From an optimization exercise on the open Yosys and OpenROAD flow, aimed at small area; shortcuts taken in it are not production practice. In this exercise RTL edits were held to simulation tests only and were not proved equivalent to the original. Power and IR drop assume default switching activity.

File: design/flow/constraint.sdc
create_clock -name core_clock -period 12.0 [get_ports {clk}]
set_input_delay 2.4000 -clock core_clock [delete_from_list [all_inputs] [get_ports {clk}]]
set_output_delay 2.4000 -clock core_clock [all_outputs]
set_load 0.01 [all_outputs]
File: design/flow/flow/area4.abc
strash
&get -n
&fraig -x
&put
scorr
dc2
strash
&get -n
&deepsyn -T 300 -S 68
&put
strash
&get -n
&dch -f
&nf -R 1000 -p
&put
strash
&get -n
&dch -f
&nf -R 1000 -p
&put
strash
&get -n
&dch -f
&nf -R 1000 -p
&put
File: design/flow/standard.sh
#!/bin/bash
# synth_recipe.tcl (not shown) runs the flow's synth.tcl, then flattens the netlist and writes it again
# the make line also repeats each setting of config.mk as NAME=value (left out here)
make -C /OpenROAD-flow-scripts/flow DESIGN_CONFIG=/design/flow/config.mk WORK_HOME=/design/flow/orfs CLKGATE_MAP_FILE= SYNTH_SCRIPT=/design/flow/synth_recipe.tcl "${@:-finish}"
File: design/flow/flow/area0.abc
strash
&get -n
&fraig -x
&put
scorr
dc2
dretime
strash
&get -n
&dch -f
&nf -R 1000 -p
&put
strash
&get -n
&dch -f
&nf -R 1000 -p
&put
File: design/flow/flow/area3.abc
strash
&get -n
&fraig -x
&put
scorr
dc2
strash
&get -n
&deepsyn -T 300 -S 51
&put
strash
&get -n
&dch -f
&nf -R 1000 -p
&put
strash
&get -n
&dch -f
&nf -R 1000 -p
&put
strash
&get -n
&dch -f
&nf -R 1000 -p
&put
File: design/flow/flow/area1.abc
strash
&get -n
&fraig -x
&put
scorr
dc2
strash
&get -n
&deepsyn -T 300 -S 17
&put
strash
&get -n
&dch -f
&nf -R 1000 -p
&put
strash
&get -n
&dch -f
&nf -R 1000 -p
&put
strash
&get -n
&dch -f
&nf -R 1000 -p
&put
File: design/flow/design.v
`timescale 1ns/1ns
module bomber_top
(
	input  logic        clk,
	input  logic        rst,
	input  logic [11:0] paddr_i,
	input  logic        psel_i,
	input  logic        penable_i,
	input  logic        pwrite_i,
	input  logic [31:0] pwdata_i,
	output logic [31:0] prdata_o,
	output logic        pready_o,
	output logic        pslverr_o
);
	localparam logic [6:0] T_GRANT = 7'd96;   
	localparam logic [6:0] T_CAP   = 7'd32;   
	localparam logic [2:0] R_FAR  = 3'b000;
	localparam logic [2:0] R_NEAR = 3'b001;   
	localparam logic [2:0] R_UP   = 3'b100;   
	localparam logic [2:0] R_DOWN = 3'b101;
	localparam logic [2:0] R_LEFT = 3'b110;
	localparam logic [2:0] R_RGHT = 3'b111;
	function automatic logic [2:0] rel(input logic [3:0] er, input logic [3:0] ec,
		input logic row_odd, input logic col_odd);
		logic zr, zc, r1, c1, h, v;
		zr = (er == 4'd0);
		zc = (ec == 4'd0);
		r1 = (er == 4'd1) || (er == 4'd15);
		c1 = (ec == 4'd1) || (ec == 4'd15);
		h  = zr && !row_odd;    
		v  = zc && !col_odd;    
		rel[2] = (h && (ec == 4'd14 || ec == 4'd2)) || (v && (er == 4'd14 || er == 4'd2));
		rel[1] = h && (ec == 4'd14 || ec == 4'd2);
		rel[0] = (zr && zc) || (h && c1) || (v && r1) || (h && ec == 4'd2) || (v && er == 4'd2);
	endfunction
	function automatic logic [2:0] flip(input logic [2:0] c);
		flip = {c[2:1], c[0] ^ c[2]};
	endfunction
	function automatic logic dec(input logic [2:0] c, input logic [3:0] open);
		dec = (c == R_NEAR) || (c[2] && open[c[1:0]]);
	endfunction
	logic       cmd_v;
	logic       cmd_sel;
	logic [2:0] cmd_op;
	logic       breq;
	logic [3:0] pr [2];
	logic [3:0] pc [2];
	logic       dead [2];
	logic [1:0] dcnt [2];
	logic [2:0] tm_hi [4];
	logic [3:0] tm_lo [4];
	logic [6:0] tm [4];
	always_comb for (int j = 0; j < 4; j++) tm[j] = {tm_hi[j], tm_lo[j]};
	logic [3:0] sr [4];
	logic [3:0] sc [4];
	logic       sbh [4];
	logic       sbu [4];
	logic       sbd [4];
	logic [2:0] pcode [2][4];    
	logic [2:0] ccode [4][4];    
	logic [8:0] box6;    
	logic [4:0] box5;    
	logic vis [4], live [4], idle [4], fuse [4], fexp [4], cap [4];
	logic [3:0] open [4];
	logic [8:0] rowhot [4];
	always_comb begin
		for (int j = 0; j < 4; j++) begin
			vis[j]  = (tm[j] >= 7'd16) && (tm[j] <= 7'd31);
			live[j] = (tm[j] >= 7'd18);
			idle[j] = (tm[j] <= 7'd16);
			fuse[j] = (tm[j] >= 7'd33);
			fexp[j] = (tm[j] == 7'd33);
			cap[j]  = (tm[j] == 7'd32);
			open[j] = {!(sbh[j] & !sc[j][1]), !(sbh[j] & sc[j][1]), !sbd[j], !sbu[j]};
			for (int r = 0; r < 9; r++)
				rowhot[j][r] = sr[j] == 4'(r);
		end
	end
	logic access, wr_cmd, in_map, addr_err;
	assign access   = psel_i & penable_i;
	assign wr_cmd   = access & pwrite_i & (paddr_i == 12'h000);
	assign pready_o = 1'b1;
	assign in_map   = paddr_i >= 12'h100 && paddr_i[1:0] == 2'b00 && paddr_i < 12'h2B0;
	always_comb begin
		case (paddr_i)
			12'h000: addr_err = !pwrite_i;
			12'h004, 12'h008, 12'h00C: addr_err = pwrite_i;
			default: addr_err = pwrite_i || !in_map;
		endcase
	end
	assign pslverr_o = addr_err;
	logic [3:0] rd_r, rd_c;
	always_comb begin
		rd_r = 'x;
		rd_c[1:0] = paddr_i[3:2];
		rd_c[3:2] = 'x;
		for (int w = 16; w < 43; w++)
			if (paddr_i[9:4] == 6'(w)) begin
				rd_r = 4'((w - 16) / 3);
				rd_c[3:2] = 2'((w - 16) % 3);
			end
	end
	logic [3:0] own_r, own_c, tg_r, tg_c, q_r, q_c;
	logic       at_edge, is_move;
	assign own_r = cmd_sel ? pr[1] : pr[0];
	assign own_c = cmd_sel ? pc[1] : pc[0];
	always_comb begin
		tg_r = own_r;
		tg_c = own_c;
		is_move = 1'b1;
		at_edge = 1'b0;
		case (cmd_op)
			3'd0: if (own_r == 4'd0) at_edge = 1'b1; else tg_r = own_r - 4'd1;
			3'd1: if (own_r == 4'd8) at_edge = 1'b1; else tg_r = own_r + 4'd1;
			3'd2: if (own_c == 4'd0) at_edge = 1'b1; else tg_c = own_c - 4'd1;
			3'd3: if (own_c == 4'd11) at_edge = 1'b1; else tg_c = own_c + 4'd1;
			default: is_move = 1'b0;
		endcase
	end
	assign q_r = cmd_v ? tg_r : rd_r;
	assign q_c = cmd_v ? tg_c : rd_c;
	logic [2:0] qcode [4];
	logic q_blast, q_bub, q_wall, q_box;
	always_comb begin
		q_blast = 1'b0;
		q_bub   = 1'b0;
		for (int j = 0; j < 4; j++) begin
			logic [3:0] er, ec;
			er = q_r - sr[j];
			ec = q_c - sc[j];
			qcode[j] = rel(er, ec, q_r[0], q_c[0]);
			q_blast  = q_blast | (vis[j] & dec(qcode[j], open[j]));
			q_bub    = q_bub | (live[j] & (er == 4'd0) & (ec == 4'd0));
		end
		q_wall = q_r[0] & q_c[0];
		q_box  = (q_c == 4'd6 && |(box6 & (9'd1 << q_r))) ||
		         (q_c == 4'd5 && !q_r[0] && |(box5 & (5'd1 << q_r[3:1])));
	end
	logic [2:0] q_cell;
	assign q_cell = q_blast ? 3'd4 : q_bub ? 3'd3 : q_wall ? 3'd1 : q_box ? 3'd2 : 3'd0;
	always_comb begin
		prdata_o = '0;
		if (paddr_i[9:8] == 2'b00) begin
			case (paddr_i[3:2])
				2'd1: prdata_o[1:0] = {dead[1], dead[0]};
				2'd2: begin prdata_o[3:0] = pc[0]; prdata_o[11:8] = pr[0]; end
				default: begin prdata_o[3:0] = pc[1]; prdata_o[11:8] = pr[1]; end
			endcase
		end else begin
			prdata_o[2:0] = q_cell;
		end
	end
	logic sel_dead, move_ok, drop_ok;
	logic moved [2];
	assign sel_dead = cmd_sel ? dead[1] : dead[0];
	assign move_ok  = is_move & !at_edge & (q_blast | (!q_bub & !q_wall & !q_box));
	assign drop_ok  = cmd_op == 3'd4 && !q_bub;
	assign moved[0] = cmd_v & !cmd_sel & !dead[0] & move_ok;
	assign moved[1] = cmd_v &  cmd_sel & !dead[1] & move_ok;
	always_ff @(posedge clk or posedge rst) begin
		if (rst) begin
			cmd_v <= 1'b0;
			breq  <= 1'b0;
		end else begin
			cmd_v <= wr_cmd;
			breq  <= cmd_v & !sel_dead & drop_ok;
		end
	end
	always_ff @(posedge clk) begin
		cmd_op <= pwdata_i[2:0];
		if (wr_cmd)
			cmd_sel <= pwdata_i[4];
	end
	logic p_inb [2];
	always_comb begin
		for (int p = 0; p < 2; p++) begin
			p_inb[p] = 1'b0;
			for (int j = 0; j < 4; j++)
				p_inb[p] = p_inb[p] | (vis[j] & dec(pcode[p][j], open[j]));
		end
	end
	always_ff @(posedge clk or posedge rst) begin
		if (rst) begin
			pr[0] <= 4'd0;  pc[0] <= 4'd0;
			pr[1] <= 4'd8;  pc[1] <= 4'd11;
			dead[0] <= 1'b0;
			dead[1] <= 1'b0;
		end else begin
			for (int p = 0; p < 2; p++) begin
				if (moved[p]) begin
					pr[p] <= tg_r;
					pc[p] <= tg_c;
				end
				if (!dead[p] && p_inb[p] && dcnt[p] == 2'd3)
					dead[p] <= 1'b1;
			end
		end
	end
	always_ff @(posedge clk) begin
		for (int p = 0; p < 2; p++) begin
			if (!dead[p]) begin
				if (!p_inb[p])
					dcnt[p] <= 2'd0;
				else if (dcnt[p] != 2'd3)
					dcnt[p] <= dcnt[p] + 2'd1;
			end
		end
	end
	logic [2:0] ppcode;
	assign ppcode = rel(pr[1] - pr[0], pc[1] - pc[0], pr[1][0], pc[1][0]);
	logic grant [4];
	logic chain [4];
	always_comb begin
		grant[0] = breq & !cmd_sel & idle[0];
		grant[1] = breq & !cmd_sel & !idle[0] & idle[1];
		grant[2] = breq &  cmd_sel & idle[2];
		grant[3] = breq &  cmd_sel & !idle[2] & idle[3];
		for (int i = 0; i < 4; i++)
			chain[i] = 1'b0;
		for (int i = 0; i < 4; i++) begin
			for (int j = i + 1; j < 4; j++) begin
				chain[i] = chain[i] | (vis[j] & dec(ccode[i][j], open[j]));
				chain[j] = chain[j] | (vis[i] & dec(flip(ccode[i][j]), open[i]));
			end
		end
	end
	logic [6:0] tm_d [4];
	always_comb begin
		for (int j = 0; j < 4; j++) begin
			if (grant[j])
				tm_d[j] = T_GRANT;
			else if (fuse[j] && chain[j])
				tm_d[j] = T_CAP;
			else if (tm[j] != 7'd0)
				tm_d[j] = tm[j] - 7'd1;
			else
				tm_d[j] = tm[j];
		end
	end
	always_ff @(posedge clk or posedge rst) begin
		if (rst) begin
			for (int j = 0; j < 4; j++)
				tm_hi[j] <= 3'd0;
		end else begin
			for (int j = 0; j < 4; j++)
				tm_hi[j] <= tm_d[j][6:4];
		end
	end
	always_ff @(posedge clk) begin
		for (int j = 0; j < 4; j++)
			tm_lo[j] <= tm_d[j][3:0];
	end
	always_ff @(posedge clk) begin
		for (int j = 0; j < 4; j++) begin
			if (grant[j]) begin
				sr[j] <= cmd_sel ? pr[1] : pr[0];
				sc[j] <= cmd_sel ? pc[1] : pc[0];
			end
			if (!vis[j]) begin
				sbh[j] <= ((sc[j] == 4'd4 || sc[j] == 4'd6) && |(rowhot[j] & {box5[4], 1'b0, box5[3], 1'b0, box5[2], 1'b0, box5[1], 1'b0, box5[0]})) ||
				          ((sc[j] == 4'd5 || sc[j] == 4'd7) && |(rowhot[j] & box6));
				sbu[j] <= (sc[j] == 4'd6) && |(rowhot[j][8:1] & box6[7:0]);
				sbd[j] <= (sc[j] == 4'd6) && |(rowhot[j][7:0] & box6[8:1]);
			end
		end
		for (int p = 0; p < 2; p++)
			for (int j = 0; j < 4; j++) begin
				if (grant[j])
					pcode[p][j] <= (p == j / 2) ? R_NEAR : (p == 1) ? ppcode : flip(ppcode);
				else if (moved[p])
					pcode[p][j] <= qcode[j];
			end
		for (int i = 0; i < 4; i++)
			for (int j = i + 1; j < 4; j++) begin
				if (grant[i])
					ccode[i][j] <= pcode[i / 2][j];
				else if (grant[j])
					ccode[i][j] <= flip(pcode[j / 2][i]);
			end
	end
	logic [8:0] rhot [4];     
	logic       hit6 [4];     
	logic       hit5 [4];
	logic       on6 [4];      
	logic [8:0] clr6;
	logic [4:0] clr5;
	always_comb begin
		for (int j = 0; j < 4; j++) begin
			rhot[j] = vis[j] ? rowhot[j] : 9'd0;
			hit6[j] = sc[j] == 4'd5 || sc[j] == 4'd7 || sc[j] == 4'd8 || (sc[j] == 4'd4 && !sbh[j]);
			hit5[j] = sc[j] == 4'd3 || sc[j] == 4'd4 || sc[j] == 4'd6 || (sc[j] == 4'd7 && !sbh[j]);
			on6[j]  = sc[j] == 4'd6;
		end
		for (int r = 0; r < 9; r++) begin
			clr6[r] = 1'b0;
			for (int j = 0; j < 4; j++) begin
				if (r % 2 == 0)
					clr6[r] = clr6[r] | (rhot[j][r] & hit6[j]);
				if (r >= 1) clr6[r] = clr6[r] | (on6[j] & rhot[j][r - 1]);
				if (r <= 7) clr6[r] = clr6[r] | (on6[j] & rhot[j][r + 1]);
				if (r >= 2) clr6[r] = clr6[r] | (on6[j] & rhot[j][r - 2] & !sbd[j]);
				if (r <= 6) clr6[r] = clr6[r] | (on6[j] & rhot[j][r + 2] & !sbu[j]);
			end
		end
		for (int k = 0; k < 5; k++) begin
			clr5[k] = 1'b0;
			for (int j = 0; j < 4; j++)
				clr5[k] = clr5[k] | (rhot[j][2 * k] & hit5[j]);
		end
	end
	always_ff @(posedge clk or posedge rst) begin
		if (rst) begin
			box6 <= 9'h1ff;
			box5 <= 5'h1f;
		end else begin
			box6 <= box6 & ~clr6;
			box5 <= box5 & ~clr5;
		end
	end
endmodule
File: design/flow/config.mk
export PLATFORM = sky130hd
export DESIGN_NAME = bomber_top
export DESIGN_NICKNAME = bomber_top
export VERILOG_FILES = /design/flow/design.v
export SDC_FILE = /design/flow/constraint.sdc
export NUM_CORES = 8
export LEC_CHECK = 0
export ABC_AREA = 1
export CAP_MARGIN = 5
export CORE_MARGIN = 2
export CORE_UTILIZATION = 30
export CTS_BUF_LIST = sky130_fd_sc_hd__clkbuf_8
export SLEW_MARGIN = 5
File: design/flow/flow/run.sh
#!/bin/bash
set -euo pipefail
here=$(pwd)
{
	head -n 1 synth_recipe.tcl
	echo "set abc_scripts [list $(ls $here/flow/area*.abc | tr '\n' ' ')]"
	cat <<'EOT'
proc extract_fa {args} { }
proc abc {args} {
  global abc_scripts
  set i [lsearch $args -script]
  design -save pre_abc
  set best_area -1
  set best_s ""
  foreach s $abc_scripts {
    design -load pre_abc
    set a $args
    if {$i >= 0} { set a [lreplace $a $i [expr {$i + 1}] -script $s] }
    yosys abc {*}$a
    set out [tee -q -s result.string stat -liberty [lindex $::env(LIB_FILES) 0]]
    set area 0
    regexp {Chip area for module [^:]*: ([0-9.]+)} $out -> area
    puts "abc script $s: area $area"
    if {$best_area < 0 || $area < $best_area} {
      set best_area $area
      set best_s $s
      design -save best_abc
    }
  }
  puts "abc: best script $best_s, area $best_area"
  design -load best_abc
}
EOT
	tail -n +2 synth_recipe.tcl
} > area_synth.tcl
sed "s#SYNTH_SCRIPT=[^ ]*#SYNTH_SCRIPT=$here/area_synth.tcl#" standard.sh > area_standard.sh
grep -q "SYNTH_SCRIPT=$here/area_synth.tcl" area_standard.sh
export BUFFER_PORTS_ARGS="-buffer_cell sky130_fd_sc_hd__buf_1"
export CTS_ARGS="-sink_clustering_enable -repair_clock_nets -buf_list sky130_fd_sc_hd__clkbuf_8 -dont_use_dummy_load"
bash area_standard.sh > flow.log 2>&1
File: design/flow/flow/area2.abc
strash
&get -n
&fraig -x
&put
scorr
dc2
strash
&get -n
&deepsyn -T 300 -S 34
&put
strash
&get -n
&dch -f
&nf -R 1000 -p
&put
strash
&get -n
&dch -f
&nf -R 1000 -p
&put
strash
&get -n
&dch -f
&nf -R 1000 -p
&put
==> reports/summary.txt, run 1 <==
DRC viols: 0
VDD IR max: 0.00007855 V
CTS tree: built
Sw Pwr: 0.4097 mW
H-tree Lvls: 4
Starting density of the core: 30.23%
Clock transition at the registers of the reported paths: 0.07 ns
Port bufs: 29
Seq/Total Area, Yosys: 39.13%
Critical Path Most Common Cell: nor2_1
Root buffer cell: clkbuf_8
#FFs+latches synth: 156
DP Wirelength: 26.77 mm
Hold buffer count at CTS: 0
Total negative slack: 0 ns
Placer congestion estimate: 0.9376
Via count of the first global-routing pass: 10010
CTS buffer count: 17
Slew headroom: 12.96%
Clock Path Buffers: 2
Synth area leaders: edfxtp_1 (22%), nand2_1 (6.9%), dfrtp_1 (6.6%)
Least-Margin Pin Slew: 1.289 ns
Hold Path Depth: 1
Largest fanout on the critical path: 7
Launching element type of the critical path: input port
RSZ-0062 raised after global routing: false
Period minus WS final: 9.535 ns
Core area: 0.03522 mm²
Cell variety after synth: 65
YS warnings: 33
Top Family by Delay on Critical Path: simple AND/OR/NAND/NOR gates
Ant diodes: 0
Antenna violations before repair: 0
Sw Ratio: 33.13%
Hold Path End: tm_lo[3][0]
Combinational share of power: 19.8%
Hold slack: 0.4363 ns
Pin count of the biggest net entering global routing: 47
Reg2reg end: pcode[5][0]
Min-Delay Path Class: reg2reg
Die span in y: 192.4 µm
Critical path type: in2out
CTS Sinks: 156
Drt via density: 5.812
Synthesized cell area: 0.01065 mm²
Worst hold path startpoint: tm_lo[3][0]
Critical path data required time: 9.60 ns
First-pass GRT wire length: 56.26 mm
Worst path cell trace: buf_1 > nor2_1 > o22ai_1 > nand2_1 > nor3_1 > nor2_1 > mux2i_1 > nor2_1 > a21oi_1 > xor2_1 > and3_1 > o21ai_0 > a2bb2oi_1 > nor2b_1 > nand4_1 > nor3_1 > a22oi_1 > nor2_1 > o22ai_1 > or3_1 > nor2_1 > nand2_1 > o21ai_0 > buf_1
Final hold viol count: 0
Final setup viols: 0
Top FF cell, synth: edfxtp_1
Antenna Violating Nets Remaining: 0
CP Data Arrival Time: 7.13 ns
Reg power frac: 55.5%
Nets@finish: 1414
Average size of a mapped cell: 8.148 µm²
Post-Place Worst Slack: 2.535 ns
Cell taking the most area after synthesis: edfxtp_1
Status: no timing/DRC/antenna violations
Resized Gates After CTS: 0
Routed wire per std cell: 19.82 µm
Pint: 0.8269 mW
Flop-to-flop setup slack: 4.91 ns
Post-synth EDFFs: 79
Reg2Reg Depth: 23
Overall Global Routing Usage: 19.85%
Layout cells sized above 1: 3.522%
Final Skew: 0.03941 ns
DRT iter0 DRCs: 1042
Fmax: 0.1049 GHz
Fraction of registers with async set/reset: 29.49%
P_leak: 3.995 nW
Die Wd: 192.4 µm
Slew Limit Fails: 0
Worst path slowest cell: a21oi_1
Gr ovfl total: 0
CP peak stage delay: 0.64 ns
Die Area: 0.03702 mm²
Postcts setup bufs: 0
Share of the synthesized area in the top cell type: 22.28%
Synth Instances: 1307
Pwr per Cell Area: 107.0 mW/mm²
Max-cap violations: 0
Via count: 10600
Total power: 1.237 mW
Crit end category: output pin
Row count: 69
Clock insertion delay at the later pin of the skew report: 0.47 ns
Period Utilization, post-route: 79.46%
Clock power frac: 24.7%
Crit path buffers/inverters: 2
Total wire length: 36.16 mm
Length of the first detailed-routing pass in iterations: 8
I/O pin count: 83
Final core occ: 32.81%
Reg2reg start: cmd_sel
Synthesis-to-layout area growth: 8.530%
Final WS setup: 2.465 ns
how the worst max path moves through the flow:
stage                   to  startpoint  slack [ns]  cells after the start
4_1_cts        prdata_o[1]  paddr_i[8]        2.52                     25
2_1_floorplan  prdata_o[0]  paddr_i[8]        3.58                     22
6_report       prdata_o[1]  paddr_i[7]        2.47                     24
5_1_grt        prdata_o[1]  paddr_i[7]        1.93                     24
3_3_place_gp   prdata_o[1]  paddr_i[8]        2.66                     25
3_5_place_dp   prdata_o[1]  paddr_i[8]        2.53                     25
power by group through the flow:
stage / Sequential (mW) / Combinational, mW / Clock (mW)
after global routing: 0.693 / 0.277 / 0.329
after detailed placement: 0.696 / 0.244 / 0
final: 0.686 / 0.244 / 0.306
after floorplan: 0.664 / 0.180 / 0
after CTS: 0.685 / 0.245 / 0.313
after global placement: 0.694 / 0.237 / 0
stage by stage:
step / instances / instance area, µm²
global route: 1824 / 11560
floorplan: 1330 / 10740
detailed placement: 1807 / 11320
global placement: 1807 / 11320
finish: 1824 / 11560
CTS: 1824 / 11560
synthesized netlist by cell type (30+ instances only):
master / n
nand2_1: 197
nor2_1: 145
o21ai_0: 120
a21oi_1: 112
edfxtp_1: 79
nor3_1: 49
xnor2_1: 41
nand3_1: 39
clkinv_1: 33
dfxtp_1: 31
nand2b_1: 31
a22oi_1: 30
layout make-up:
class                   instances  area [µm²]
clock buffers                  17       234.0
fillers                      3757       23670
inverters                      33       123.9
multi-input cells            1116        6257
flip-flops and latches        156        4167
well taps                     461       576.8
repair buffers                 41       198.9
flip-flops by register name, summed over array words and instances (netlist names):
register / flops
sbu: 4
box6: 9
box5: 5
sc: 16
sr: 16
dead: 2
pr: 8
cmd_op: 3
pc: 8
pcode: 24
dcnt: 4
cmd_sel: 1
tm_hi: 12
breq: 1
sbd: 4
sbh: 4
ccode: 18
tm_lo: 16
cmd_v: 1
layer usage:
layer / GRT usage [%] / vias to the layer above / wire (µm)
met4: 7.810 / 0 / 1289
met1: 25.81 / 5082 / 15180
met2: 32.94 / 506 / 16880
li1: - / 4932 / -
met5: 0 / - / 0
met3: 3.164 / 81 / 2814
cell usage in the layout (no fill, tap or decap), types with 14 or more instances in the layout:
cell,count
xor2_1,26
dfstp_2,18
or3_1,18
xnor2_1,41
or2_0,14
conb_1,25
edfxtp_1,79
nor2b_1,28
buf_1,29
nand2b_1,31
nand2_1,197
nor2_1,145
clkbuf_8,17
a31oi_1,20
a22oi_1,30
dfrtp_1,28
nand3_1,39
nor3_1,49
o22ai_1,16
a21oi_1,112
dfxtp_1,31
o21ai_0,118
clkinv_1,32
mux2i_1,18
cells by family after synthesis:
kind of cell / Yosys count / share of synthesized area (%)
xor+xnor: 67 / 5.510
flops: 156 / 39.13
simple gates: 584 / 25.66
compound gates: 415 / 24.27
mux: 25 / 2.432
other cells: 2 / 0.07052
buf+inv: 58 / 2.926
==> run 2: changes to the inputs <==
--- a/design/flow/design.v
+++ b/design/flow/design.v
@@ -38,2 +38,8 @@
 	endfunction
+	function automatic logic row_is(input logic [3:0] r, input int k);
+		row_is = (k == 8) ? r[3] : (!r[3] && r[2:0] == 3'(k));
+	endfunction
+	function automatic logic col_is(input logic [3:0] c, input int k);
+		col_is = (k >= 8) ? (c[3] && c[1:0] == 2'(k)) : (!c[3] && c[2:0] == 3'(k));
+	endfunction
 	function automatic logic dec(input logic [2:0] c, input logic [3:0] open);
@@ -75,3 +81,3 @@
 			for (int r = 0; r < 9; r++)
-				rowhot[j][r] = sr[j] == 4'(r);
+				rowhot[j][r] = row_is(sr[j], r);
 		end
@@ -113,5 +119,5 @@
 			3'd0: if (own_r == 4'd0) at_edge = 1'b1; else tg_r = own_r - 4'd1;
-			3'd1: if (own_r == 4'd8) at_edge = 1'b1; else tg_r = own_r + 4'd1;
+			3'd1: if (own_r[3]) at_edge = 1'b1; else tg_r = own_r + 4'd1;
 			3'd2: if (own_c == 4'd0) at_edge = 1'b1; else tg_c = own_c - 4'd1;
-			3'd3: if (own_c == 4'd11) at_edge = 1'b1; else tg_c = own_c + 4'd1;
+			3'd3: if (col_is(own_c, 11)) at_edge = 1'b1; else tg_c = own_c + 4'd1;
 			default: is_move = 1'b0;
@@ -135,4 +141,8 @@
 		q_wall = q_r[0] & q_c[0];
-		q_box  = (q_c == 4'd6 && |(box6 & (9'd1 << q_r))) ||
-		         (q_c == 4'd5 && !q_r[0] && |(box5 & (5'd1 << q_r[3:1])));
+		q_box  = 1'b0;
+		for (int r = 0; r < 9; r++) begin
+			q_box = q_box | (col_is(q_c, 6) & row_is(q_r, r) & box6[r]);
+			if (r % 2 == 0)
+				q_box = q_box | (col_is(q_c, 5) & row_is(q_r, r) & box5[r / 2]);
+		end
 	end
@@ -259,6 +269,6 @@
 			if (!vis[j]) begin
-				sbh[j] <= ((sc[j] == 4'd4 || sc[j] == 4'd6) && |(rowhot[j] & {box5[4], 1'b0, box5[3], 1'b0, box5[2], 1'b0, box5[1], 1'b0, box5[0]})) ||
-				          ((sc[j] == 4'd5 || sc[j] == 4'd7) && |(rowhot[j] & box6));
-				sbu[j] <= (sc[j] == 4'd6) && |(rowhot[j][8:1] & box6[7:0]);
-				sbd[j] <= (sc[j] == 4'd6) && |(rowhot[j][7:0] & box6[8:1]);
+				sbh[j] <= (!sc[j][3] && sc[j][2] && !sc[j][0] && |(rowhot[j] & {box5[4], 1'b0, box5[3], 1'b0, box5[2], 1'b0, box5[1], 1'b0, box5[0]})) ||
+				          (!sc[j][3] && sc[j][2] && sc[j][0] && |(rowhot[j] & box6));
+				sbu[j] <= col_is(sc[j], 6) && |(rowhot[j][8:1] & box6[7:0]);
+				sbd[j] <= col_is(sc[j], 6) && |(rowhot[j][7:0] & box6[8:1]);
 			end
@@ -289,5 +299,5 @@
 			rhot[j] = vis[j] ? rowhot[j] : 9'd0;
-			hit6[j] = sc[j] == 4'd5 || sc[j] == 4'd7 || sc[j] == 4'd8 || (sc[j] == 4'd4 && !sbh[j]);
-			hit5[j] = sc[j] == 4'd3 || sc[j] == 4'd4 || sc[j] == 4'd6 || (sc[j] == 4'd7 && !sbh[j]);
-			on6[j]  = sc[j] == 4'd6;
+			hit6[j] = col_is(sc[j], 5) || col_is(sc[j], 7) || col_is(sc[j], 8) || (col_is(sc[j], 4) && !sbh[j]);
+			hit5[j] = col_is(sc[j], 3) || col_is(sc[j], 4) || col_is(sc[j], 6) || (col_is(sc[j], 7) && !sbh[j]);
+			on6[j]  = col_is(sc[j], 6);
 		end
==> run 2 against run 1 <==
  * Still clean on timing, DRC and antenna
  * Utilization fell by 0.073 points
  * Clock power about the same
  * Synthesized area is 0.16% higher
  * Via count grew 0.97%
  * Power is 0.12% higher
  * Final area about the same
  * Die area grew 0.16%
  * Cell count stayed put
  * Worst setup slack got worse by 0.42 ns
  * Clock-buffer cell count is the same
  * Highest routed layer unchanged
==> reports/summary.txt, run 2 <==
Total wire length: 36.45 mm
Core area: 0.03531 mm²
Fraction of registers with async set/reset: 29.49%
Fmax: 0.1005 GHz
Hold buffer count at CTS: 0
Combinational share of power: 18.8%
Starting density of the core: 30.21%
Final setup viols: 0
Sw Pwr: 0.4116 mW
Hold slack: 0.4679 ns
Max-cap violations: 0
YS warnings: 33
CTS buffer count: 17
Top FF cell, synth: edfxtp_1
Clock transition at the registers of the reported paths: 0.07 ns
Final core occ: 32.74%
Pwr per Cell Area: 107.1 mW/mm²
Via count of the first global-routing pass: 10150
Sw Ratio: 33.24%
DRT iter0 DRCs: 1142
Launching element type of the critical path: input port
Critical path data required time: 9.60 ns
Period Utilization, post-route: 82.96%
Slew Limit Fails: 0
Hold Path End: tm_lo[3][0]
Die Wd: 192.6 µm
Worst path cell trace: buf_1 > nor2b_1 > a21oi_1 > nor2_1 > a22o_1 > or3b_1 > nor2_1 > a221oi_1 > buf_4 > o21ai_0 > nor2b_1 > o21ai_0 > nand3b_1 > xnor2_1 > nor2_1 > nor3_1 > a211oi_1 > a21oi_1 > o21ai_0 > or3_1 > o22ai_1 > buf_1
Placer congestion estimate: 0.9641
Final Skew: 0.04738 ns
Ant diodes: 0
Row count: 69
Postcts setup bufs: 0
Reg2Reg Depth: 22
Total power: 1.238 mW
Final hold viol count: 0
CTS Sinks: 156
Crit path buffers/inverters: 3
Pin count of the biggest net entering global routing: 47
Largest fanout on the critical path: 12
Most frequent cells in the layout: nand2_1 (165), nor2_1 (158), a21oi_1 (115)
Clock insertion delay at the later pin of the skew report: 0.48 ns
Synth Instances: 1309
RSZ-0062 raised after global routing: false
Fill count: 3708
Layout cells sized above 1: 3.375%
Synthesized cell area: 0.01067 mm²
CTS tree: built
Via count: 10700
Cell variety after synth: 58
Min-Delay Path Class: reg2reg
Length of the first detailed-routing pass in iterations: 7
Crit end category: output pin
Gr ovfl total: 0
Routed wire per std cell: 19.98 µm
Reg2reg end: pcode[2][1]
VDD IR max: 0.00004784 V
Die span in y: 192.6 µm
DRC viols: 0
Status: no timing/DRC/antenna violations
Commonest cells post-synth: nand2_1 (165), nor2_1 (158), a21oi_1 (115)
Period minus WS final: 9.955 ns
Cell taking the most area after synthesis: edfxtp_1
Reg with most FFs: pcode
Max reg flops: 24
Pint: 0.8266 mW
Synth area leaders: edfxtp_1 (22%), dfrtp_1 (6.6%), dfxtp_1 (5.8%)
Top-count cell post-synth: nand2_1
Reg power frac: 56.7%
Clock Path Buffers: 2
Resized Gates After CTS: 0
Least-Margin Pin Slew: 1.213 ns
Reg2reg start: cmd_sel
Total negative slack: 0 ns
CP Data Arrival Time: 7.56 ns
Flop-to-flop setup slack: 4.70 ns
Slew headroom: 18.26%
Die Area: 0.03708 mm²
Clock power frac: 24.5%
Worst hold path startpoint: tm_lo[3][0]
Average size of a mapped cell: 8.149 µm²
DP Wirelength: 27.42 mm
Nets@finish: 1414
Post-synth EDFFs: 79
Share of the synthesized area in the top cell type: 22.24%
Seq/Total Area, Yosys: 39.06%
Most common cell after layout, fill and taps aside: nand2_1
Antenna Violating Nets Remaining: 0
P_leak: 3.943 nW
I/O pin count: 83
#FFs+latches synth: 156
Drt via density: 5.868
Hold Path Depth: 1
Critical path type: in2out
Antenna violations before repair: 0
Top flop regs: pcode x24, ccode x18
Worst path slowest cell: a221oi_1
Synthesis-to-layout area growth: 8.375%
Root buffer cell: clkbuf_8
Overall Global Routing Usage: 19.94%
Critical path launch point: paddr_i[8]
Port bufs: 29
Top Family by Delay on Critical Path: compound AO/OA/AOI/OAI gates
First-pass GRT wire length: 56.84 mm
CP peak stage delay: 0.89 ns
H-tree Lvls: 4
## run 2: cell count changes after synthesis, sizes merged, moves of 6 or more
| cell | before | now |
|---|---|---|
| mux2 | 7 | 13 |
| o21ai | 120 | 108 |
| nor3b | 9 | 3 |
| nand2 | 197 | 165 |
| o22ai | 16 | 35 |
| o21a | 3 | 13 |
| a22oi | 30 | 13 |
| a31oi | 20 | 32 |
| clkinv | 33 | 43 |
| o211ai | 13 | 4 |
| nor2 | 145 | 158 |
| nand3 | 39 | 49 |
## run 2: kinds of logic (layout without fill, tap and decap cells)
group	after synthesis	count (layout)	synth area share, %
AOI/OAI and AO/OA	423	423	24.69
xor gates and xnor gates	63	63	5.173
buffers and inverters	68	99	3.273
DFF	156	156	39.06
muxes	27	27	2.686
other	2	25	0.07041
and+or+nand+nor	570	570	25.04
## run 2: worst max path at each step
stage / endpoint / slack (ns) / depth (start not counted)
6_report: prdata_o[0] / 2.04 / 22
2_1_floorplan: prdata_o[0] / 3.17 / 19
5_1_grt: prdata_o[0] / 1.53 / 22
3_5_place_dp: prdata_o[0] / 2.16 / 22
4_1_cts: prdata_o[0] / 2.14 / 22
3_3_place_gp: prdata_o[0] / 2.30 / 23
## run 2: power by group through the flow
stage	Combinational [mW]	Sequential [mW]	Clock, mW
5_1_grt	0.263	0.708	0.332
3_3_place_gp	0.226	0.707	0
3_5_place_dp	0.232	0.710	0
4_1_cts	0.233	0.699	0.311
6_report	0.233	0.702	0.303
2_1_floorplan	0.176	0.672	0
## run 2: final cells by class
type / count / area, µm² / area share (%)
multi-input combinational: 1108 / 6237 / 53.96
sequential: 156 / 4167 / 36.04
tap: 461 / 576.8 / 4.990
clock buffer: 17 / 234.0 / 2.024
timing repair buffer: 39 / 183.9 / 1.591
inverter: 43 / 161.4 / 1.396
## run 2: per-layer routing
layer	up-vias	track usage [%]	routed length, µm
met5	-	0	0
met4	0	7.634	1167
met3	89	3.273	2740
met2	521	32.40	16650
met1	5122	26.52	15890
li1	4972	-	-
## run 2: metrics by stage
| stage | setup slack, ns | area, µm² | instances |
|---|---|---|---|
| after global routing | 1.529 | 11560 | 1824 |
| after CTS | 2.143 | 11560 | 1824 |
| final | 2.045 | 11560 | 1824 |
| after detailed placement | 2.158 | 11330 | 1807 |
| after floorplan | 3.168 | 10750 | 1332 |
| after global placement | 2.299 | 11330 | 1807 |
==> run 3: changes to the inputs <==
==> design/flow/flow/run.sh (replaced) <==
#!/bin/bash
set -euo pipefail
here=$(pwd)
{
	head -n 1 synth_recipe.tcl
	echo "set abc_scripts [list $(ls $here/flow/area*.abc | tr '\n' ' ')]"
	echo "set abc_dir $here/abc_par"
	cat <<'EOT'
proc extract_fa {args} { }
proc abc {args} {
  global abc_scripts abc_dir
  set top $::env(DESIGN_NAME)
  set lib [lindex $::env(LIB_FILES) 0]
  set i [lsearch $args -script]
  file mkdir $abc_dir
  yosys write_rtlil $abc_dir/pre.il
  set jobs {}
  set k 0
  foreach s $abc_scripts {
    set a $args
    if {$i >= 0} { set a [lreplace $a $i [expr {$i + 1}] -script $s] }
    set f [open $abc_dir/job$k.ys w]
    puts $f "read_rtlil $abc_dir/pre.il"
    puts $f "abc $a"
    puts $f "select $top"
    puts $f "write_rtlil -selected $abc_dir/out$k.il"
    puts $f "tee -o $abc_dir/stat$k.txt stat -liberty $lib"
    close $f
    lappend jobs "yosys -q -s $abc_dir/job$k.ys > $abc_dir/job$k.log 2>&1 &"
    incr k
  }
  exec sh -c "[join $jobs { }] wait"
  set best_area -1
  set best_k -1
  for {set j 0} {$j < $k} {incr j} {
    set area -1
    if {[file exists $abc_dir/stat$j.txt]} {
      set fh [open $abc_dir/stat$j.txt r]
      set txt [read $fh]
      close $fh
      regexp {Chip area for module [^:]*: ([0-9.]+)} $txt -> area
    }
    puts "abc candidate $j ([lindex $abc_scripts $j]): area $area"
    if {$area > 0 && ($best_area < 0 || $area < $best_area)} {
      set best_area $area
      set best_k $j
    }
  }
  if {$best_k < 0} { error "no abc candidate finished" }
  puts "abc: best candidate $best_k, area $best_area"
  yosys delete $top
  yosys read_rtlil $abc_dir/out$best_k.il
  yosys hierarchy -top $top
}
EOT
	tail -n +2 synth_recipe.tcl
} > area_synth.tcl
sed "s#SYNTH_SCRIPT=[^ ]*#SYNTH_SCRIPT=$here/area_synth.tcl#" standard.sh > area_standard.sh
grep -q "SYNTH_SCRIPT=$here/area_synth.tcl" area_standard.sh
export BUFFER_PORTS_ARGS="-buffer_cell sky130_fd_sc_hd__buf_1"
export CTS_ARGS="-sink_clustering_enable -repair_clock_nets -buf_list sky130_fd_sc_hd__clkbuf_8 -dont_use_dummy_load"
bash area_standard.sh > flow.log 2>&1
==> design/flow/flow/area0.abc (replaced) <==
strash
&get -n
&fraig -x
&put
scorr
dc2
strash
&get -n
&deepsyn -T 1000 -S 0
&put
strash
&get -n
&dch -f
&nf -R 1000 -p
&put
strash
&get -n
&dch -f
&nf -R 1000 -p
&put
strash
&get -n
&dch -f
&nf -R 1000 -p
&put
--- a/design/flow/flow/area1.abc
+++ b/design/flow/flow/area1.abc
@@ -8,3 +8,3 @@
 &get -n
-&deepsyn -T 300 -S 17
+&deepsyn -T 1000 -S 1
 &put
--- a/design/flow/flow/area2.abc
+++ b/design/flow/flow/area2.abc
@@ -8,3 +8,3 @@
 &get -n
-&deepsyn -T 300 -S 34
+&deepsyn -T 1000 -S 2
 &put
--- a/design/flow/flow/area3.abc
+++ b/design/flow/flow/area3.abc
@@ -8,3 +8,3 @@
 &get -n
-&deepsyn -T 300 -S 51
+&deepsyn -T 1000 -S 3
 &put
--- a/design/flow/flow/area4.abc
+++ b/design/flow/flow/area4.abc
@@ -8,3 +8,3 @@
 &get -n
-&deepsyn -T 300 -S 68
+&deepsyn -T 1000 -S 4
 &put
==> design/flow/flow/area5.abc (new file) <==
strash
&get -n
&fraig -x
&put
scorr
dc2
strash
&get -n
&deepsyn -T 1000 -S 5
&put
strash
&get -n
&dch -f
&nf -R 1000 -p
&put
strash
&get -n
&dch -f
&nf -R 1000 -p
&put
strash
&get -n
&dch -f
&nf -R 1000 -p
&put
==> design/flow/flow/area6.abc (new file) <==
strash
&get -n
&fraig -x
&put
scorr
dc2
strash
&get -n
&deepsyn -T 1000 -S 6
&put
strash
&get -n
&dch -f
&nf -R 1000 -p
&put
strash
&get -n
&dch -f
&nf -R 1000 -p
&put
strash
&get -n
&dch -f
&nf -R 1000 -p
&put
==> design/flow/flow/area7.abc (new file) <==
strash
&get -n
&fraig -x
&put
scorr
dc2
strash
&get -n
&deepsyn -T 1000 -S 7
&put
strash
&get -n
&dch -f
&nf -R 1000 -p
&put
strash
&get -n
&dch -f
&nf -R 1000 -p
&put
strash
&get -n
&dch -f
&nf -R 1000 -p
&put
==> run 3 against run 2 <==
  * Utilization grew 0.31 points
  * Non-clock buffer count grew 1
  * Flip-flop and latch count is the same
  * Cell count shrank 2.0%
  * Critical path depth is the same
  * Die area shrank 1.1%
  * First-iteration DRC count shrank 21%
  * Worst hold slack lost 0.0093 ns
  * Via count shrank 3.2%
  * Register-to-register slack lost 0.13 ns
  * Combinational power shrank 38%
  * Critical endpoint unchanged
  * Highest routed layer unchanged
==> reports/summary.txt, run 3 <==
Status: no timing/DRC/antenna violations
Reg2Reg Depth: 27
Max-cap violations: 0
Die Wd: 191.5 µm
VDD IR max: 0.00004761 V
Period Utilization, post-route: 82.11%
Drt via density: 5.798
Ant diodes: 0
Synthesized cell area: 0.01055 mm²
Slew headroom: 43.03%
Postcts setup bufs: 0
P_leak: 4.065 nW
Seq. cell area: 0.004167 mm²
YS warnings: 33
Pwr per Cell Area: 93.09 mW/mm²
Post-Place Worst Slack: 2.251 ns
Top-count cell post-synth: nand2_1
Routed wire per std cell: 20.34 µm
Port bufs: 29
Launching element type of the critical path: input port
Via count of the first global-routing pass: 9744
CTS Sinks: 156
Period minus WS final: 9.854 ns
Slew Limit Fails: 0
Clock transition at the registers of the reported paths: 0.06 ns
Synth area leaders: edfxtp_1 (22%), dfrtp_1 (6.6%), nand2_1 (6.0%)
Antenna Violating Nets Remaining: 0
Min-Delay Path Class: reg2reg
Post-synth EDFFs: 79
Largest fanout on the critical path: 12
Gr ovfl total: 0
Top FF cell, synth: edfxtp_1
DP Wirelength: 26.86 mm
CTS tree: built
Starting density of the core: 30.47%
M3 GR Usage: 3.158%
Nets@finish: 1384
Final hold viol count: 0
Hold slack: 0.4586 ns
Gr busiest metal: met2
Hold buffer count at CTS: 0
Clock Path Buffers: 2
Length of the first detailed-routing pass in iterations: 7
Pin count of the biggest net entering global routing: 47
Hold Path Depth: 1
Fin area: 0.01144 mm²
Fraction of registers with async set/reset: 29.49%
Placed cell area: 0.01121 mm²
Total wire length: 36.38 mm
Average size of a mapped cell: 8.255 µm²
Synthesis-to-layout area growth: 8.468%
Root buffer cell: clkbuf_8
RSZ-0062 raised after global routing: false
Commonest cells post-synth: nand2_1 (169), nor2_1 (137), a21oi_1 (126)
DRC viols: 0
Via count: 10370
Final WS setup: 2.146 ns
Row count: 68
Placed cells: 1771
CP Data Arrival Time: 7.45 ns
Post-Layout Cell Count: 1788
Critical path type: in2out
DRT iter0 DRCs: 906
CTS buffer count: 17
Final setup viols: 0
Overall Global Routing Usage: 20.10%
First-pass GRT wire length: 56.19 mm
Layout cells sized above 1: 3.601%
Crit end category: output pin
Reg with most FFs: pcode
Die Area: 0.03668 mm²
Least-Margin Pin Slew: 0.8524 ns
H-tree Lvls: 4
Die span in y: 191.5 µm
GR Util met1: 26.69%
Core area: 0.03463 mm²
#FFs+latches synth: 156
Most frequent cells in the layout: nand2_1 (169), nor2_1 (137), a21oi_1 (126)
Cell variety after synth: 61
Cell taking the most area after synthesis: edfxtp_1
Resized Gates After CTS: 0
Seq/Total Area, Yosys: 39.49%
Multi-input logic area: 0.006140 mm²
Fmax: 0.1015 GHz
Placer congestion estimate: 0.9894
Share of the synthesized area in the top cell type: 22.49%
Synth Instances: 1278
GR Util met2: 32.49%
Max reg flops: 24
Total negative slack: 0 ns
Clock insertion delay at the later pin of the skew report: 0.49 ns
Fill count: 3686
Most common cell after layout, fill and taps aside: nand2_1
Critical path data required time: 9.60 ns
Final Skew: 0.03713 ns
I/O pin count: 83
Antenna violations before repair: 0
Top flop regs: pcode x24, ccode x18
run 3: cell types whose count changed in the layout (fill, tap and decap cells not counted), sizes merged, moves of 6 or more:
cell,change
a31oi,-8
o211ai,+7
a221oi,-6
a21oi,+11
o21a,-9
o311ai,-6
nor2,-21
a22oi,+6
nand3,-7
nand4,-8
run 3: cells by family after synthesis:
| group | count (synthesis) | share of synthesized area, % |
|---|---|---|
| compound gates | 422 | 24.59 |
| buf+inv | 63 | 3.131 |
| other cells | 2 | 0.07118 |
| simple gates | 539 | 24.16 |
| mux | 28 | 2.917 |
| xor+xnor | 68 | 5.645 |
| flops | 156 | 39.49 |
run 3: worst paths after layout:
kind | start | end | slack, ns
worst max-delay path | paddr_i[8] | prdata_o[0] | 2.15
worst min-delay path | tm_lo[0][0] | tm_lo[0][0] | 0.46
worst max register to register | cmd_sel | pcode[5][1] | 4.57
worst min register to register | tm_lo[0][0] | tm_lo[0][0] | 0.46
max in group asynchronous | rst | tm_hi[2][2] | 9.42
min in group asynchronous | rst | pc[0][1] | 2.08
run 3: worst max-delay path, cell delays in order:
cell and delay (ns):
buf_1 0.29, nor2b_1 0.33, nor3b_1 0.29, nor3_1 0.12, a221oi_1 0.48, o21ai_0 0.22
nor2_1 0.14, a21oi_1 0.05, o31ai_1 0.12, buf_4 0.27, xor2_1 0.11, nand4bb_1 0.23
a211oi_1 0.38, nand2_1 0.08, o21ai_0 0.20, a21oi_1 0.16, or3_1 0.33, a41oi_1 0.29
o211ai_1 0.26, or2_0 0.34, o22ai_1 0.17, buf_1 0.18
run 3: cell type report:
class | count | share of cell area [%]
flip-flops and latches | 156 | 36.41
inverters | 38 | 1.246
well taps | 455 | 4.975
repair buffers | 40 | 1.673
multi-input cells | 1082 | 53.65
clock buffers | 17 | 2.045
run 3: through the flow:
step / util, % / power, mW
6_report: 33.05 / 1.065
5_1_grt: 33.05 / 1.116
4_1_cts: 33.05 / 1.072
3_5_place_dp: 32.37 / 0.7708
3_3_place_gp: 32.37 / 0.7642
2_1_floorplan: - / 0.7362
run 3: routing by layer:
metal / wire length, µm / vias up / share of wire (%)
li1: - / 4825 / -
met1: 15590 / 4969 / 43
met2: 16580 / 501 / 46
met3: 2872 / 71 / 7.9
met4: 1339 / 0 / 3.7
met5: 0 / - / 0
run 3: where the power goes:
| group | total, mW | leakage (nW) | switching [mW] | internal, mW |
|---|---|---|---|---|
| clock | 0.305 | 0.122 | 0.180 | 0.125 |
| combinational | 0.145 | 2.37 | 0.0886 | 0.0561 |
| sequential | 0.615 | 1.57 | 0.0268 | 0.589 |

==> what the ideal ports hide <==
The results above use ideal ports. As a check the final layouts listed here were re-extracted and re-timed, cells and wires unchanged.
Step 1 (the two cells are an assumption about what drives the block):
set clk [get_ports {clk}]
set_driving_cell -lib_cell sky130_fd_sc_hd__clkbuf_16 $clk
set_driving_cell -lib_cell sky130_fd_sc_hd__buf_2 [delete_from_list [all_inputs] $clk]
Step 2, shift: input delay + t, output delay - t, t = (earliest + latest rising clock arrival at the registers) / 2. This alone moves slack from input paths to output paths.
a / b / c = no drivers / after step 1 / after step 2; a / b = the first two.
| run | t (ns) | setup slack, ns | cell pins on the clock port's net |
|---|---|---|---|
| run 1 | 0.496 | 2.465 / 2.436 / 2.436 | 1 |
| run 2 | 0.496 | 2.045 / 2.021 / 2.021 | 1 |
| run 3 | 0.516 | 2.146 / 2.124 / 2.124 | 1 |
After both steps setup and hold are still met in every run listed. The setup slack of run 1, which loses most, moves by -0.029 ns with the drivers and by -0.029 ns with both steps.
